This is an optimization exercise on Yosys and OpenROAD, whose aim is a short achievable clock period, few clock cycles per item and low power, not a production implementation. The RTL of this run was laid out without a check of its function. Power figures rest on the tool's default switching activity, not on a simulated workload.

`flow/config.mk`:
```
export PLATFORM = sky130hd
export DESIGN_NAME = cpuTop
export DESIGN_NICKNAME = cpuTop
export VERILOG_FILES = /design/flow/design.v
export SDC_FILE = /design/flow/constraint.sdc
export NUM_CORES = 4
export LEC_CHECK = 0
export CAP_MARGIN = 20
export CORE_MARGIN = 2
export CORE_UTILIZATION = 40
export SLEW_MARGIN = 20
```
`flow/constraint.sdc`:
```
create_clock -name core_clock -period 11.0 [get_ports {clk}]
set_input_delay 2.2000 -clock core_clock [delete_from_list [all_inputs] [get_ports {clk}]]
set_output_delay 2.2000 -clock core_clock [all_outputs]
set_load 0.01 [all_outputs]
```
`flow/design.v`:
```
package mipsPkg;
	typedef logic [31:0] wordT;
	typedef logic [4:0]  regAddrT;
	typedef enum logic [2:0] {
		aluAdd, aluSub, aluAnd, aluOr, aluXor, aluNor, aluSlt, aluSltu
	} aluOpT;
	typedef enum logic [1:0] {
		shSll = 2'b00,
		shSrl = 2'b10,
		shSra = 2'b11
	} shiftOpT;
	typedef enum logic [1:0] {sizeByte, sizeHalf, sizeWord} accessSizeT;
	typedef enum logic [1:0] {srcRs, srcLink, srcZero} aSrcT;
	typedef enum logic [1:0] {srcRt, srcImm, srcStep} bSrcT;
	typedef enum logic [1:0] {immSign, immZero, immUpper} immKindT;
	typedef enum logic [2:0] {brEq, brNe, brLez, brGtz, brLtz, brGez} branchKindT;
	typedef struct packed {
		aluOpT      aluOp;
		shiftOpT    shiftOp;
		aSrcT       aSrc;
		bSrcT       bSrc;
		branchKindT branchKind;
		logic       isLoad;
		logic       isStore;
		logic       isBranch;
		logic       isJump;
		logic       isLink;
		logic       isShift;
		logic       isRegJump;
		logic       isNop;
		logic       regWriteEnable;
		regAddrT    writeReg;
		accessSizeT accessSize;
		logic       loadUnsigned;
		immKindT    immKind;
	} ctrlT;
	typedef struct packed {
		wordT       addr;
		wordT       wdata;
		logic [3:0] strb;
		logic       write;
	} memReqT;
	typedef struct packed {
		logic    wen;
		regAddrT waddr;
		wordT    wdata;
		wordT    pc;
	} retireT;
	localparam logic [5:0] opSpecial = 6'b000000;
	localparam logic [5:0] opRegimm  = 6'b000001;
	localparam logic [5:0] opJ       = 6'b000010;
	localparam logic [5:0] opJal     = 6'b000011;
	localparam logic [5:0] opBeq     = 6'b000100;
	localparam logic [5:0] opBne     = 6'b000101;
	localparam logic [5:0] opBlez    = 6'b000110;
	localparam logic [5:0] opBgtz    = 6'b000111;
	localparam logic [5:0] opAddiu   = 6'b001001;
	localparam logic [5:0] opSlti    = 6'b001010;
	localparam logic [5:0] opSltiu   = 6'b001011;
	localparam logic [5:0] opAndi    = 6'b001100;
	localparam logic [5:0] opOri     = 6'b001101;
	localparam logic [5:0] opXori    = 6'b001110;
	localparam logic [5:0] opLui     = 6'b001111;
	localparam logic [5:0] opLb      = 6'b100000;
	localparam logic [5:0] opLh      = 6'b100001;
	localparam logic [5:0] opLw      = 6'b100011;
	localparam logic [5:0] opLbu     = 6'b100100;
	localparam logic [5:0] opLhu     = 6'b100101;
	localparam logic [5:0] opSb      = 6'b101000;
	localparam logic [5:0] opSh      = 6'b101001;
	localparam logic [5:0] opSw      = 6'b101011;
	localparam logic [5:0] fnSll  = 6'b000000;
	localparam logic [5:0] fnSrl  = 6'b000010;
	localparam logic [5:0] fnSra  = 6'b000011;
	localparam logic [5:0] fnSllv = 6'b000100;
	localparam logic [5:0] fnSrlv = 6'b000110;
	localparam logic [5:0] fnSrav = 6'b000111;
	localparam logic [5:0] fnJr   = 6'b001000;
	localparam logic [5:0] fnJalr = 6'b001001;
	localparam logic [5:0] fnAdd  = 6'b100000;
	localparam logic [5:0] fnAddu = 6'b100001;
	localparam logic [5:0] fnSub  = 6'b100010;
	localparam logic [5:0] fnSubu = 6'b100011;
	localparam logic [5:0] fnAnd  = 6'b100100;
	localparam logic [5:0] fnOr   = 6'b100101;
	localparam logic [5:0] fnXor  = 6'b100110;
	localparam logic [5:0] fnNor  = 6'b100111;
	localparam logic [5:0] fnSlt  = 6'b101010;
	localparam logic [5:0] fnSltu = 6'b101011;
	localparam regAddrT linkReg = 5'd31;
	localparam wordT    pcStep  = 32'd4;
endpackage
`timescale 1ns/100ps
module instDecoder (
	input  mipsPkg::wordT instr,
	output mipsPkg::ctrlT ctrl
);
	logic [5:0] opcode;
	logic [5:0] funct;
	mipsPkg::regAddrT rt;
	mipsPkg::regAddrT rd;
	logic known;
	assign opcode = instr[31:26];
	assign funct  = instr[5:0];
	assign rt     = instr[20:16];
	assign rd     = instr[15:11];
	always_comb begin
		ctrl = '0;
		known = 1'b1;
		case (opcode)
			mipsPkg::opSpecial: begin
				case (funct)
					mipsPkg::fnSll, mipsPkg::fnSrl, mipsPkg::fnSra, mipsPkg::fnSllv, mipsPkg::fnSrlv, mipsPkg::fnSrav: begin
						ctrl.isShift = 1'b1;
						ctrl.shiftOp = funct[1] ? (funct[0] ? mipsPkg::shSra : mipsPkg::shSrl) : mipsPkg::shSll;
					end
					mipsPkg::fnJr: begin
						ctrl.isJump = 1'b1;
						ctrl.isRegJump = 1'b1;
					end
					mipsPkg::fnJalr: begin
						ctrl.isJump = 1'b1;
						ctrl.isRegJump = 1'b1;
						ctrl.isLink = 1'b1;
						ctrl.aSrc = mipsPkg::srcLink;
						ctrl.bSrc = mipsPkg::srcStep;
					end
					mipsPkg::fnAdd, mipsPkg::fnAddu: ctrl.aluOp = mipsPkg::aluAdd;
					mipsPkg::fnSub, mipsPkg::fnSubu: ctrl.aluOp = mipsPkg::aluSub;
					mipsPkg::fnAnd: ctrl.aluOp = mipsPkg::aluAnd;
					mipsPkg::fnOr: ctrl.aluOp = mipsPkg::aluOr;
					mipsPkg::fnXor: ctrl.aluOp = mipsPkg::aluXor;
					mipsPkg::fnNor: ctrl.aluOp = mipsPkg::aluNor;
					mipsPkg::fnSlt: ctrl.aluOp = mipsPkg::aluSlt;
					mipsPkg::fnSltu: ctrl.aluOp = mipsPkg::aluSltu;
					default: known = 1'b0;
				endcase
				ctrl.regWriteEnable = (funct != mipsPkg::fnJr);
				ctrl.writeReg = (funct != mipsPkg::fnJr) ? rd : '0;
			end
			mipsPkg::opRegimm: begin
				known = (rt[4:1] == 4'b0000);
				ctrl.isBranch = 1'b1;
				ctrl.branchKind = rt[0] ? mipsPkg::brGez : mipsPkg::brLtz;
			end
			mipsPkg::opJ: ctrl.isJump = 1'b1;
			mipsPkg::opJal: begin
				ctrl.isJump = 1'b1;
				ctrl.isLink = 1'b1;
				ctrl.aSrc = mipsPkg::srcLink;
				ctrl.bSrc = mipsPkg::srcStep;
				ctrl.regWriteEnable = 1'b1;
				ctrl.writeReg = mipsPkg::linkReg;
			end
			mipsPkg::opBeq, mipsPkg::opBne, mipsPkg::opBlez, mipsPkg::opBgtz: begin
				ctrl.isBranch = 1'b1;
				case (opcode[1:0])
					2'b00: ctrl.branchKind = mipsPkg::brEq;
					2'b01: ctrl.branchKind = mipsPkg::brNe;
					2'b10: ctrl.branchKind = mipsPkg::brLez;
					default: ctrl.branchKind = mipsPkg::brGtz;
				endcase
			end
			mipsPkg::opAddiu, mipsPkg::opSlti, mipsPkg::opSltiu, mipsPkg::opAndi, mipsPkg::opOri, mipsPkg::opXori, mipsPkg::opLui: begin
				ctrl.bSrc = mipsPkg::srcImm;
				ctrl.regWriteEnable = 1'b1;
				ctrl.writeReg = rt;
				case (opcode)
					mipsPkg::opSlti: ctrl.aluOp = mipsPkg::aluSlt;
					mipsPkg::opSltiu: ctrl.aluOp = mipsPkg::aluSltu;
					mipsPkg::opAndi: ctrl.aluOp = mipsPkg::aluAnd;
					mipsPkg::opOri: ctrl.aluOp = mipsPkg::aluOr;
					mipsPkg::opXori: ctrl.aluOp = mipsPkg::aluXor;
					default: ctrl.aluOp = mipsPkg::aluAdd;
				endcase
				if (opcode[2]) begin
					ctrl.immKind = mipsPkg::immZero;
				end
				if (opcode == mipsPkg::opLui) begin
					ctrl.immKind = mipsPkg::immUpper;
					ctrl.aSrc = mipsPkg::srcZero;
				end
			end
			mipsPkg::opLb, mipsPkg::opLh, mipsPkg::opLw, mipsPkg::opLbu, mipsPkg::opLhu: begin
				ctrl.isLoad = 1'b1;
				ctrl.bSrc = mipsPkg::srcImm;
				ctrl.regWriteEnable = 1'b1;
				ctrl.writeReg = rt;
				ctrl.loadUnsigned = opcode[2];
				ctrl.accessSize = opcode[1] ? mipsPkg::sizeWord : (opcode[0] ? mipsPkg::sizeHalf : mipsPkg::sizeByte);
			end
			mipsPkg::opSb, mipsPkg::opSh, mipsPkg::opSw: begin
				ctrl.isStore = 1'b1;
				ctrl.bSrc = mipsPkg::srcImm;
				ctrl.accessSize = opcode[1] ? mipsPkg::sizeWord : (opcode[0] ? mipsPkg::sizeHalf : mipsPkg::sizeByte);
			end
			default: known = 1'b0;
		endcase
		if (!known || instr == '0) begin
			ctrl = '0;
			ctrl.isNop = 1'b1;
		end
	end
endmodule
`timescale 1ns/100ps
module executeUnit (
	input  mipsPkg::ctrlT ctrl,
	input  mipsPkg::wordT instr,
	input  mipsPkg::wordT pc,
	input  mipsPkg::wordT rsData,
	input  mipsPkg::wordT rtData,
	output mipsPkg::wordT aluResult,
	output mipsPkg::wordT shiftResult,
	output logic branchTaken,
	output mipsPkg::wordT nextPc
);
	mipsPkg::wordT immExt;
	mipsPkg::wordT opA;
	mipsPkg::wordT opB;
	mipsPkg::wordT seqPc;
	mipsPkg::wordT branchTarget;
	mipsPkg::wordT jumpTarget;
	logic [4:0] shamt;
	logic condMet;
	assign seqPc = pc + mipsPkg::pcStep;
	always_comb begin
		case (ctrl.immKind)
			mipsPkg::immZero: immExt = {16'h0000, instr[15:0]};
			mipsPkg::immUpper: immExt = {instr[15:0], 16'h0000};
			default: immExt = {{16{instr[15]}}, instr[15:0]};
		endcase
	end
	always_comb begin
		case (ctrl.aSrc)
			mipsPkg::srcLink: opA = seqPc;
			mipsPkg::srcZero: opA = '0;
			default: opA = rsData;
		endcase
		case (ctrl.bSrc)
			mipsPkg::srcImm: opB = immExt;
			mipsPkg::srcStep: opB = mipsPkg::pcStep;
			default: opB = rtData;
		endcase
	end
	always_comb begin
		case (ctrl.aluOp)
			mipsPkg::aluSub: aluResult = opA - opB;
			mipsPkg::aluAnd: aluResult = opA & opB;
			mipsPkg::aluOr: aluResult = opA | opB;
			mipsPkg::aluXor: aluResult = opA ^ opB;
			mipsPkg::aluNor: aluResult = ~(opA | opB);
			mipsPkg::aluSlt: aluResult = {31'b0, $signed(opA) < $signed(opB)};
			mipsPkg::aluSltu: aluResult = {31'b0, opA < opB};
			default: aluResult = opA + opB;
		endcase
	end
	assign shamt = instr[2] ? rsData[4:0] : instr[10:6];
	always_comb begin
		case (ctrl.shiftOp)
			mipsPkg::shSrl: shiftResult = rtData >> shamt;
			mipsPkg::shSra: shiftResult = $signed(rtData) >>> shamt;
			default: shiftResult = rtData << shamt;
		endcase
	end
	always_comb begin
		case (ctrl.branchKind)
			mipsPkg::brEq: condMet = (rsData == rtData);
			mipsPkg::brNe: condMet = (rsData != rtData);
			mipsPkg::brLez: condMet = rsData[31] | (rsData == '0);
			mipsPkg::brGtz: condMet = ~rsData[31] & (rsData != '0);
			mipsPkg::brLtz: condMet = rsData[31];
			default: condMet = ~rsData[31];
		endcase
	end
	assign branchTaken  = ctrl.isBranch & condMet;
	assign branchTarget = seqPc + {{14{instr[15]}}, instr[15:0], 2'b00};
	assign jumpTarget   = {seqPc[31:28], instr[25:0], 2'b00};
	assign nextPc = ctrl.isRegJump ? rsData
	              : ctrl.isJump    ? jumpTarget
	              : branchTaken    ? branchTarget
	              :                  seqPc;
endmodule
`timescale 1ns/100ps
module regFile (
	input  logic    clk,
	input  mipsPkg::regAddrT raddr1,
	input  mipsPkg::regAddrT raddr2,
	output mipsPkg::wordT    rdata1,
	output mipsPkg::wordT    rdata2,
	input  logic    wen,
	input  mipsPkg::regAddrT waddr,
	input  mipsPkg::wordT    wdata
);
	mipsPkg::wordT regs [32];
	always_ff @(posedge clk) begin
		if (wen && waddr != '0) begin
			regs[waddr] <= wdata;
		end
	end
	assign rdata1 = (raddr1 == '0) ? '0 : regs[raddr1];
	assign rdata2 = (raddr2 == '0) ? '0 : regs[raddr2];
endmodule
`timescale 1ns/100ps
module memAligner (
	input  mipsPkg::ctrlT       ctrl,
	input  mipsPkg::wordT       addr,
	input  mipsPkg::wordT       storeSrc,
	input  mipsPkg::wordT       loadWord,
	output mipsPkg::wordT       storeData,
	output logic [3:0] storeStrb,
	output mipsPkg::wordT       loadValue
);
	logic [1:0] offset;
	logic [7:0] loadByte;
	logic [15:0] loadHalf;
	assign offset = addr[1:0];
	always_comb begin
		case (ctrl.accessSize)
			mipsPkg::sizeByte: begin
				storeData = {4{storeSrc[7:0]}};
				storeStrb = 4'b0001 << offset;
			end
			mipsPkg::sizeHalf: begin
				storeData = {2{storeSrc[15:0]}};
				storeStrb = offset[1] ? 4'b1100 : 4'b0011;
			end
			default: begin
				storeData = storeSrc;
				storeStrb = 4'b1111;
			end
		endcase
	end
	assign loadByte = loadWord[{offset, 3'b000} +: 8];
	assign loadHalf = offset[1] ? loadWord[31:16] : loadWord[15:0];
	always_comb begin
		case (ctrl.accessSize)
			mipsPkg::sizeByte: begin
				if (ctrl.loadUnsigned) begin
					loadValue = {24'h000000, loadByte};
				end else begin
					loadValue = {{24{loadByte[7]}}, loadByte};
				end
			end
			mipsPkg::sizeHalf: begin
				if (ctrl.loadUnsigned) begin
					loadValue = {16'h0000, loadHalf};
				end else begin
					loadValue = {{16{loadHalf[15]}}, loadHalf};
				end
			end
			default: loadValue = loadWord;
		endcase
	end
endmodule
`timescale 1ns/100ps
module cpuSequencer #(
	parameter mipsPkg::wordT resetPc = '0
) (
	input  logic       clk,
	input  logic       rst,
	input  mipsPkg::ctrlT       ctrl,
	input  mipsPkg::wordT       nextPc,
	input  mipsPkg::wordT       aluResult,
	input  mipsPkg::wordT       shiftResult,
	input  mipsPkg::wordT       loadValue,
	input  mipsPkg::wordT       storeData,
	input  logic [3:0] storeStrb,
	input  mipsPkg::wordT       instrIn,
	input  logic       instValid,
	input  logic       instReqReady,
	input  logic       memReqReady,
	input  logic       readValid,
	input  mipsPkg::wordT       readDataIn,
	output mipsPkg::wordT       pc,
	output mipsPkg::wordT       instr,
	output mipsPkg::wordT       loadWord,
	output logic       instReqValid,
	output logic       instReady,
	output mipsPkg::memReqT     memReq,
	output logic       memReqValid,
	output logic       readReady,
	output logic       rfWen,
	output mipsPkg::regAddrT    rfWaddr,
	output mipsPkg::wordT       rfWdata,
	output mipsPkg::retireT     retire,
	output logic       retireValid
);
	typedef enum logic [7:0] {
		stFetch     = 8'b00000001,
		stInstWait  = 8'b00000010,
		stDecode    = 8'b00000100,
		stExecute   = 8'b00001000,
		stStore     = 8'b00010000,
		stLoad      = 8'b00100000,
		stReadWait  = 8'b01000000,
		stWriteback = 8'b10000000
	} stateT;
	stateT state;
	stateT stateNext;
	mipsPkg::wordT pcReg;
	mipsPkg::wordT instrReg;
	mipsPkg::wordT readReg;
	logic execRetire;
	assign execRetire = ctrl.isBranch | (ctrl.isJump & ~ctrl.isLink);
	always_ff @(posedge clk) begin
		if (rst) begin
			state <= stFetch;
		end else begin
			state <= stateNext;
		end
	end
	always_comb begin
		stateNext = state;
		case (state)
			stFetch: if (instReqReady) stateNext = stInstWait;
			stInstWait: if (instValid) stateNext = stDecode;
			stDecode: stateNext = ctrl.isNop ? stFetch : stExecute;
			stExecute: begin
				if (execRetire) begin
					stateNext = stFetch;
				end else if (ctrl.isStore) begin
					stateNext = stStore;
				end else if (ctrl.isLoad) begin
					stateNext = stLoad;
				end else begin
					stateNext = stWriteback;
				end
			end
			stStore: if (memReqReady) stateNext = stFetch;
			stLoad: if (memReqReady) stateNext = stReadWait;
			stReadWait: if (readValid) stateNext = stWriteback;
			stWriteback: stateNext = stFetch;
			default: stateNext = stFetch;
		endcase
	end
	always_ff @(posedge clk) begin
		if (rst) begin
			pcReg <= resetPc;
		end else if (retireValid) begin
			pcReg <= nextPc;
		end
	end
	always_ff @(posedge clk) begin
		if (state == stInstWait && instValid) begin
			instrReg <= instrIn;
		end
	end
	always_ff @(posedge clk) begin
		if (state == stReadWait && readValid) begin
			readReg <= readDataIn;
		end
	end
	assign pc       = pcReg;
	assign instr    = instrReg;
	assign loadWord = readReg;
	assign instReqValid = (state == stFetch) && !rst;
	assign instReady    = (state == stInstWait);
	assign memReqValid  = (state == stStore) || (state == stLoad);
	assign readReady    = (state == stReadWait);
	assign memReq.addr  = {aluResult[31:2], 2'b00};
	assign memReq.wdata = storeData;
	assign memReq.strb  = ctrl.isStore ? storeStrb : 4'b0000;
	assign memReq.write = ctrl.isStore;
	assign rfWen   = (state == stWriteback) && ctrl.regWriteEnable;
	assign rfWaddr = ctrl.writeReg;
	assign rfWdata = ctrl.isLoad  ? loadValue
	               : ctrl.isShift ? shiftResult
	               :                aluResult;
	assign retireValid = (state == stDecode && ctrl.isNop)
	                  || (state == stExecute && execRetire)
	                  || (state == stStore && memReqReady)
	                  || (state == stWriteback);
	assign retire.wen   = rfWen;
	assign retire.waddr = rfWen ? rfWaddr : '0;
	assign retire.wdata = rfWen ? rfWdata : '0;
	assign retire.pc    = pcReg;
endmodule
`timescale 1ns/100ps
module multiCycleCpu #(
	parameter mipsPkg::wordT resetPc = '0
) (
	input  logic   clk,
	input  logic   rst,
	output mipsPkg::wordT   pc,
	output logic   instReqValid,
	input  logic   instReqReady,
	input  mipsPkg::wordT   instruction,
	input  logic   instValid,
	output logic   instReady,
	output mipsPkg::memReqT memReq,
	output logic   memReqValid,
	input  logic   memReqReady,
	input  mipsPkg::wordT   readData,
	input  logic   readValid,
	output logic   readReady,
	output mipsPkg::retireT retire,
	output logic   retireValid
);
	mipsPkg::ctrlT ctrl;
	mipsPkg::wordT instr;
	mipsPkg::wordT rsData;
	mipsPkg::wordT rtData;
	mipsPkg::wordT aluResult;
	mipsPkg::wordT shiftResult;
	mipsPkg::wordT nextPc;
	mipsPkg::wordT loadWord;
	mipsPkg::wordT loadValue;
	mipsPkg::wordT storeData;
	logic [3:0] storeStrb;
	logic rfWen;
	mipsPkg::regAddrT rfWaddr;
	mipsPkg::wordT rfWdata;
	cpuSequencer #(
		.resetPc(resetPc)
	) seq0 (
		.clk(clk),
		.rst(rst),
		.ctrl(ctrl),
		.nextPc(nextPc),
		.aluResult(aluResult),
		.shiftResult(shiftResult),
		.loadValue(loadValue),
		.storeData(storeData),
		.storeStrb(storeStrb),
		.instrIn(instruction),
		.instValid(instValid),
		.instReqReady(instReqReady),
		.memReqReady(memReqReady),
		.readValid(readValid),
		.readDataIn(readData),
		.pc(pc),
		.instr(instr),
		.loadWord(loadWord),
		.instReqValid(instReqValid),
		.instReady(instReady),
		.memReq(memReq),
		.memReqValid(memReqValid),
		.readReady(readReady),
		.rfWen(rfWen),
		.rfWaddr(rfWaddr),
		.rfWdata(rfWdata),
		.retire(retire),
		.retireValid(retireValid)
	);
	instDecoder decoder0 (
		.instr(instr),
		.ctrl(ctrl)
	);
	regFile regs0 (
		.clk(clk),
		.raddr1(instr[25:21]),
		.raddr2(instr[20:16]),
		.rdata1(rsData),
		.rdata2(rtData),
		.wen(rfWen),
		.waddr(rfWaddr),
		.wdata(rfWdata)
	);
	executeUnit exec0 (
		.ctrl(ctrl),
		.instr(instr),
		.pc(pc),
		.rsData(rsData),
		.rtData(rtData),
		.aluResult(aluResult),
		.shiftResult(shiftResult),
		.branchTaken(),
		.nextPc(nextPc)
	);
	memAligner aligner0 (
		.ctrl(ctrl),
		.addr(aluResult),
		.storeSrc(rtData),
		.loadWord(loadWord),
		.storeData(storeData),
		.storeStrb(storeStrb),
		.loadValue(loadValue)
	);
endmodule
`timescale 1ns/100ps
module cpuTop (
	input  logic        clk,
	input  logic        rst,
	output logic [31:0] pc,
	output logic        instReqValid,
	input  logic        instReqReady,
	input  logic [31:0] instruction,
	input  logic        instValid,
	output logic        instReady,
	output logic [31:0] memReqAddr,
	output logic [31:0] memReqWdata,
	output logic [3:0]  memReqStrb,
	output logic        memReqWrite,
	output logic        memReqValid,
	input  logic        memReqReady,
	input  logic [31:0] readData,
	input  logic        readValid,
	output logic        readReady,
	output logic        retireWen,
	output logic [4:0]  retireWaddr,
	output logic [31:0] retireWdata,
	output logic [31:0] retirePc,
	output logic        retireValid
);
	mipsPkg::memReqT memReq;
	mipsPkg::retireT retire;
	multiCycleCpu #(
		.resetPc(32'h0000_0000)
	) cpu0 (
		.clk(clk),
		.rst(rst),
		.pc(pc),
		.instReqValid(instReqValid),
		.instReqReady(instReqReady),
		.instruction(instruction),
		.instValid(instValid),
		.instReady(instReady),
		.memReq(memReq),
		.memReqValid(memReqValid),
		.memReqReady(memReqReady),
		.readData(readData),
		.readValid(readValid),
		.readReady(readReady),
		.retire(retire),
		.retireValid(retireValid)
	);
	assign memReqAddr  = memReq.addr;
	assign memReqWdata = memReq.wdata;
	assign memReqStrb  = memReq.strb;
	assign memReqWrite = memReq.write;
	assign retireWen   = retire.wen;
	assign retireWaddr = retire.waddr;
	assign retireWdata = retire.wdata;
	assign retirePc    = retire.pc;
endmodule
```
`flow/run.sh`:
```
#!/bin/bash
# synth_recipe.tcl (not shown) runs the flow's synth.tcl, then flattens the netlist and writes it again
# the make line also repeats each setting of config.mk as NAME=value (left out here)
make -C /OpenROAD-flow-scripts/flow DESIGN_CONFIG=/design/flow/config.mk WORK_HOME=/design/flow/orfs CLKGATE_MAP_FILE= SYNTH_SCRIPT=/design/flow/synth_recipe.tcl finish
```
==> impl_metrics.toml <==
[synthesis]
synth_area_per_cell_um2 = 13.7
synth-xor-area-share = 0.0125
async_flop_share = 0
yosys_warnings = 5
synth.area.top_cells = "edfxtp_1 (49%), mux4_2 (19%), mux2i_1 (3.1%)"
synth_seq_area_share = 0.500
synth_cell_type_count = 104
synthAdderAreaFrac = 0.0252
synth_top_area_cell = "edfxtp_1"
synth-edff-count = 1088
netlist_instances = 4930
synth_top_family_by_area = "multiplexers"
synth_top_area_frac = 0.485
synth.area.mux_share = 0.230
synth_compound_area_frac = 0.123
synth_simple_gate_area_share = 0.0679
synthFlopType = "edfxtp_1"
ys_seq_elements = 1138
netlist_area_um2 = 67300

[timing]
rsz0062_at_grt = "false"
fin_crit_sh = 0.991
worst_pin_slew_ps = 1250
period_needed_ps = 10910
tns_ps = 0
slew_viol_final = 0
timing.final.hold_violations = 0
final-setup-viol-count = 0
max-slew-margin-rel = 0.159
finClkSkew_ps = 84.2
clock.fmax_mhz = 91.7

[grt]
overflow = 0
grt_max_degree = 81
grt_pass1_vias = 48916
antenna_found_initial = 10
grt.total_usage = 0.306
grt_pass1_wl_um = 375000

[routing]
wl_met2_um = 118000
drt_iter0_drc = 7601
via_count = 50354
wl_met1_um = 99400
highest_layer = "met5"
drt_wl_total_um = 268000
wire_per_inst_um = 35.7
drc = 0
antenna_left = 0
wl_met3_um = 29800
first_pass_iters = 6
via_per_inst = 6.70

[clock_tree]
clock_sinks = 1138
hold_buffers = 0
h-tree-depth = 3
clockRootBuffer = "clkbuf_16"
clk_latency_ps = 800
cts_tree = "done"
clockBufferDepth = 3
cts_buffers = 119
clk_pin_slew_ps = 60

[placed_design]
place_congestion = 1.01
io_buffer_count = 243
hpwl_um = 183000
place_inst = 7283

[die]
ios = 246
rows = 150
die_h_um = 414
die_width_um = 414
dieArea_um2 = 172000
initial_core_util = 0.402
core_area_um2 = 167000

[finish]
area_growth_pct = 15.1
drive_above_1_share = 0.233
instances_no_fill = 7519
nets = 5409
fillCellCount = 14645

[critical_path]
worst-path-max-fanout = 32
slowest_delay_ps = 910
startpoint_type = "register"
crit_family = "compound AO/OA/AOI/OAI gates"
path_class = "register to output pin"
path_cells = "or3b_2 -> o22ai_1 -> a211oi_1 -> o21ai_1 -> inv_1 -> a22oi_1 -> inv_1 -> ha_1 -> nor2_1 -> nand2_1 -> a211oi_1 -> buf_4 -> o211ai_1 -> a211o_1 -> a21oi_2 -> mux2_2 -> a21oi_1 -> buf_4 -> a32oi_2 -> and2_1 -> clkdlybuf4s50_1"
cp_num_buf_inv = 5
end_kind = "output pin"
arrival_ps = 8710
cp_slowest_cell = "dfxtp_4"
worstPathRequired_ps = 8800

[hold_path]
hp-class = "register to register"

[power]
p_per_area_nw_per_um2 = 168
fin_total_pwr_w = 0.0130
ir_drop_uv = 150
p_leak_nw = 26.0

[run]
cap_violations = 0

[outcome]
status = "no timing/DRC/antenna violations"
-- metrics by stage --
| stage | instance area [um^2] | hold WS (ps) | setup slack (ps) | utilization |
|---|---|---|---|---|
| after floorplan | 67400 | 491 | 724 | - |
| after CTS | 77300 | 547 | 23.5 | 0.462 |
| after detailed placement | 73400 | 537 | 825 | 0.439 |
| after global routing | 77500 | 575 | 7.67 | 0.463 |
| after global placement | 73400 | 526 | 837 | 0.439 |
| final | 77500 | 559 | 94.3 | 0.463 |
-- area by class of cell --
| cell class | count | area [um^2] | share of cell area |
|---|---|---|---|
| flip-flops and latches | 1138 | 33700 | 0.435 |
| multi-input cells | 3261 | 31700 | 0.409 |
| repair buffers | 526 | 4790 | 0.0618 |
| clock buffers | 143 | 3070 | 0.0396 |
| well taps | 2204 | 2760 | 0.0356 |
| clock inverters | 81 | 837 | 0.0108 |
| inverters | 159 | 602 | 0.00777 |
| diodes | 7 | 17.5 | 0.000226 |
-- worst register-to-register path, cell delays in order, from the launching register on --
cell      delay [ps]
dfxtp_4          810
buf_4            720
mux4_2           380
o22ai_1           80
a211oi_1         620
o21ai_2          350
o21ai_0          560
ha_1             440
inv_1            190
nor3_1            90
a221o_1          340
a221o_1          360
a31oi_1          340
o21ai_0          180
a21oi_1          330
a221oi_1         130
o21ai_1          540
a211oi_1         270
nor2_4           770
-- state kept, by name, summed over array words and instances (netlist names), named ones only --
register and count:
cpu0.seq0.pcReg 32, cpu0.regs0.regs 1024, cpu0.seq0.state 8, cpu0.seq0.readReg 32, cpu0.seq0.instrReg 32
-- power by group --
part	internal [W]	leakage [nW]	switching [W]	total, W
clock network	0.00230	1.90	0.00179	0.00409
logic	0.00120	13.9	0.00239	0.00359
registers	0.00528	10.2	0.0000538	0.00533
-- path summary, 6_finish.rpt --
kind	from	endpoint	slack (ps)	depth (start not counted)
max	register	retireWdata[17]	90	21
min reg2reg	cpu0.seq0.pcReg[20]	cpu0.seq0.pcReg[20]	560	2
max reg2reg	register	cpu0.regs0.regs[17][25]	3090	18
min	cpu0.seq0.pcReg[20]	cpu0.seq0.pcReg[20]	560	2
-- kinds of logic (layout without fill, tap and decap cells) --
logic type | after synthesis | count (layout)
AND/OR/NAND/NOR | 976 | 976
other | 1 | 41
buffers and inverters | 564 | 909
flip-flops | 1138 | 1138
AO/OA/AOI/OAI | 1198 | 1198
XOR/XNOR | 96 | 96
adder cells (fa/ha/maj) | 134 | 134
multiplexers | 823 | 823
-- cell usage in the layout, fill, tap and decap left out, types with 25 or more instances in the layout --
master / synthesis / final
edfxtp_1: 1088 / 1088
mux4_2: 570 / 570
nor2_1: 343 / 299
buf_4: 68 / 264
nand2_1: 251 / 250
clkdlybuf4s50_1: 0 / 243
a21oi_1: 225 / 219
mux2i_1: 206 / 203
o21ai_0: 179 / 171
inv_1: 154 / 154
a211oi_1: 139 / 133
ha_1: 131 / 131
clkbuf_16: 0 / 119
o22ai_1: 103 / 103
nor3_1: 69 / 64
nand3_1: 55 / 55
xnor2_1: 51 / 51
o211ai_1: 50 / 50
a21o_1: 50 / 50
a22oi_1: 49 / 46
xor2_1: 45 / 45
a221oi_1: 43 / 43
dfxtp_1: 50 / 42
mux2_2: 41 / 41
o21a_1: 40 / 40
and2_1: 41 / 40
nor2_4: 0 / 37
conb_1: 1 / 34
o21ai_1: 26 / 33
nor2b_1: 33 / 31
clkinv_1: 2 / 31
or3_1: 30 / 30
o21bai_1: 26 / 26
nand2b_1: 25 / 25
o31ai_1: 25 / 25
-- Yosys cell counts (20+ instances only) --
library cell,number
a211o_1,21
a211oi_1,139
a21o_1,50
a21oi_1,225
a221oi_1,43
a22oi_1,49
a31oi_1,22
and2_1,41
buf_1,29
buf_2,86
buf_4,68
clkbuf_1,194
dfxtp_1,50
edfxtp_1,1088
ha_1,131
inv_1,154
mux2_2,41
mux2i_1,206
mux4_2,570
nand2_1,251
nand2b_1,25
nand3_1,55
nand4_1,23
nor2_1,343
nor2b_1,33
nor3_1,69
nor4_1,20
o211ai_1,50
o21a_1,40
o21ai_0,179
o21ai_1,26
o21bai_1,26
o221ai_1,25
o22ai_1,103
o31ai_1,25
or3_1,30
xnor2_1,51
xor2_1,45
-- per-layer routing --
metal | track usage | vias up
met4 | 0.197 | 10
li1 | - | 20528
met2 | 0.462 | 3359
met3 | 0.0683 | 737
met5 | 0 | -
met1 | 0.400 | 25720
-- what timing repair did --
item | in CTS | in global routing
setup buffers | 1 | 2
resized for setup | 1 | 8
endpoints found under the setup margin | 2 | 28
hold endpoints to repair | 0 | 0
pin swaps | 1 | 1

[what the ideal ports hide]
How much do the figures lean on ideal ports? The routed layout below was timed once more, with nothing changed but the port constraints.
Step 1, drivers: a clkbuf_16 drives clk and a buf_2 each remaining input, both assumed.
Step 2 times the ports against the registers' clock, not the clock port: input delays grow and output delays shrink by t, the midpoint of the rising clock arrivals with the driver on.
Slacks: ideal ports / drivers / drivers and shift; pairs: ideal ports / drivers.
t (ns): 0.835
setup WS [ns]: 0.094 / 0.016 / 0.851
latest minus earliest clock arrival (ns): 0.085 / 0.084
pins driven straight from the clock port: 1
After both steps setup and hold are still met in this run. For this run, drivers alone change the setup slack by -0.078 ns; drivers and shift together by +0.757 ns.
